Background: an optimization exercise with open tools, aiming at small area and a short achievable clock period. Do not read the settings as production practice. Only simulation tests tie the RTL to the original design; equivalence was not proved. No activity file was given, so power comes from the tool's default toggle rates.

==> flow/design.v (excerpt) <==
module executeStage (
    input  logic                         clk_i,
    input  logic                         rst_n_i,
    input  logic                         stall_i,
    input  logic                         bubble_i,
    input  logic [3:0]                   icode_i,
    input  logic [3:0]                   ifun_i,
    input  logic [2:0]                   stat_i,
    input  logic [y86Pkg::WORD_W-1:0]    valA_i,
    input  logic [y86Pkg::WORD_W-1:0]    valB_i,
    input  logic [y86Pkg::WORD_W-1:0]    valC_i,
    input  logic [3:0]                   dstE_i,
    input  logic [3:0]                   dstM_i,
    input  logic [3:0]                   srcA_i,      
    input  logic [3:0]                   srcB_i,
    output logic [3:0]                   icode_o,
    output logic [2:0]                   stat_o,
    output logic [y86Pkg::WORD_W-1:0]    valE_o,
    output logic [y86Pkg::WORD_W-1:0]    valA_o,
    output logic [3:0]                   dstE_o,
    output logic [3:0]                   dstM_o,
    output logic                         cnd_o
);
Size in the first run: roughly 1300 cells after synthesis, ~370 I/O pins, about 16000 sq um of cells after synthesis.
clock: 7.2 ns
lec_check: 0
cap_margin: 20
core_margin: 2
core_utilization: 40
place_density: 0.75
slew_margin: 20
standard.sh (not shown) runs the stock make flow with config.mk's settings and CLKGATE_MAP_FILE= SYNTH_SCRIPT=/design/flow/synth_recipe.tcl, a recipe that flattens the netlist after the stock synthesis.
==> flow/flow/run.sh <==
#!/bin/bash
set -euo pipefail
export BUFFER_PORTS_ARGS="-buffer_cell sky130_fd_sc_hd__buf_1"
export CTS_BUF_LIST="sky130_fd_sc_hd__clkbuf_8 sky130_fd_sc_hd__clkbuf_16"
export CTS_CLUSTER_SIZE=24
export CTS_CLUSTER_DIAMETER=100
export SETUP_SLACK_MARGIN=4.2
bash standard.sh finish > make_finish.log 2>&1
==> next run, changes <==
Settings changed: CORE_UTILIZATION 40 to 60, PLACE_DENSITY 0.75 to not set.
What happened: The changed run passed the timing, design-rule and antenna checks. Power came out lower by 3.1%. Clock power came out lower by about 7%. Clock-buffer cell count is unchanged.
==> next run, changes <==
Settings changed: CORE_UTILIZATION 60 to 40.
Effect:
- total power climbs by 1.5%
- cell count goes up by 9.1%
- flip-flop and latch count is unchanged
- setup slack improves by 33 ps
- routed wire length went up by 6.8%
- die area went up by 49%
- sequential share of layout area is lower by 1.1 points
- clock skew grows by 8.7 ps
- design area is higher by 2.1%

Setup of v40:
executeStage again, from the RTL that the note above started with.
export LEC_CHECK = 0
export CAP_MARGIN = 20
export CORE_MARGIN = 2
export CORE_UTILIZATION = 40
export GPL_ROUTABILITY_DRIVEN = 0
export SLEW_MARGIN = 20
create_clock -name core_clock -period 7.2 [get_ports {clk_i}]
Scripts as last shown in full above: flow/flow/run.sh
The following lists how v41 was set up differently from v40:
- GPL_ROUTABILITY_DRIVEN: 0 -> unset
diff --git a/flow/flow/run.sh b/flow/flow/run.sh
--- a/flow/flow/run.sh
+++ b/flow/flow/run.sh
@@ -7,2 +7,3 @@
 export SETUP_SLACK_MARGIN=4.2
+export TNS_END_PERCENT=5
 bash standard.sh finish > make_finish.log 2>&1
Findings:
From v40 to v41 the numbers moved as follows: combinational group share of total power lost 0.2 points, first-pass GRT wire length picked up an extra about 4%, HPWL after detailed placement picked up an extra 2.9%, worst hold margin picked up an extra 0.016 ns. Looking at v40 and v41, the worst-skew pair later-pin latency is a wash. For the met3 routing resource usage after global routing, v41 came in 0.27 points lower than v40 did. Compared with v40, in v41 area added between synthesis and finish dropped 1.1 points; portion of the layout cell area used by clock cells held steady; total met3 wirelength after detailed routing saw a decrease; wire length increased by 2.7% relative to the old numbers.
## Diff of input files: v23 against v41
diff --git a/flow/flow/run.sh b/flow/flow/run.sh
--- a/flow/flow/run.sh
+++ b/flow/flow/run.sh
@@ -6,4 +6,3 @@
 export CTS_CLUSTER_DIAMETER=100
-export SETUP_SLACK_MARGIN=4.2
-export TNS_END_PERCENT=5
+export SETUP_SLACK_MARGIN=4.4
 bash standard.sh finish > make_finish.log 2>&1
[summary]
The final layout from v23, which completed every stage, passed the timing, design-rule and antenna checks at the end of the flow. Between v41 and v23, the flow reports power increasing by a few percent. For the sum of routed wire segments on met1, v23 came in 120 um higher than v41 did. [v23 vs v41] final RePlAce weighted congestion: higher in v23. For the share of cells above drive strength 1, v23 came in 4.8 points higher than v41 did. v41 vs v23, endpoint of the most critical setup path: u_executeRegister.opY_o[3] vs u_memoryRegister.valE_o[55]. Sequential share of cell area delta for v23 relative to v41: 2.3 points lower.

==> static timing again, ports no longer ideal <==
In the flow no input, the clock included, has a driving cell. The finished layouts below were timed again as built, in two steps. Step 1 assumes that a clkbuf_16 drives the clock port and a buf_2 every other input. Step 2 times the ports against the registers' clock, not the clock port: input delays grow and output delays shrink by t, the midpoint of the rising clock arrivals with the driver on. Slacks: ideal / step 1 / step 2; pairs: ideal / step 1.
| run | t, ns | setup slack, ns | worst hold slack (ns) |
|---|---|---|---|
| the first run of note 1 | 0.585 | 4.213 / 4.213 / 3.697 | 0.400 / 0.400 / 0.400 |
| the second run of note 1 | 0.557 | 4.275 / 4.275 / 3.761 | 0.414 / 0.414 / 0.414 |
| the third run of note 1 | 0.573 | 4.308 / 4.312 / 3.760 | 0.403 / 0.403 / 0.403 |
| v40 | 0.573 | 4.308 / 4.312 / 3.760 | 0.403 / 0.403 / 0.403 |
| v41 | 0.583 | 4.071 / 4.081 / 3.497 | 0.419 / 0.419 / 0.419 |
| v23 | 0.583 | 4.340 / 4.340 / 3.785 | 0.402 / 0.402 / 0.402 |
After both steps every run listed still meets setup and hold. The setup slack of v41, which loses most, moves by +0.010 ns with the drivers and by -0.574 ns with both steps.
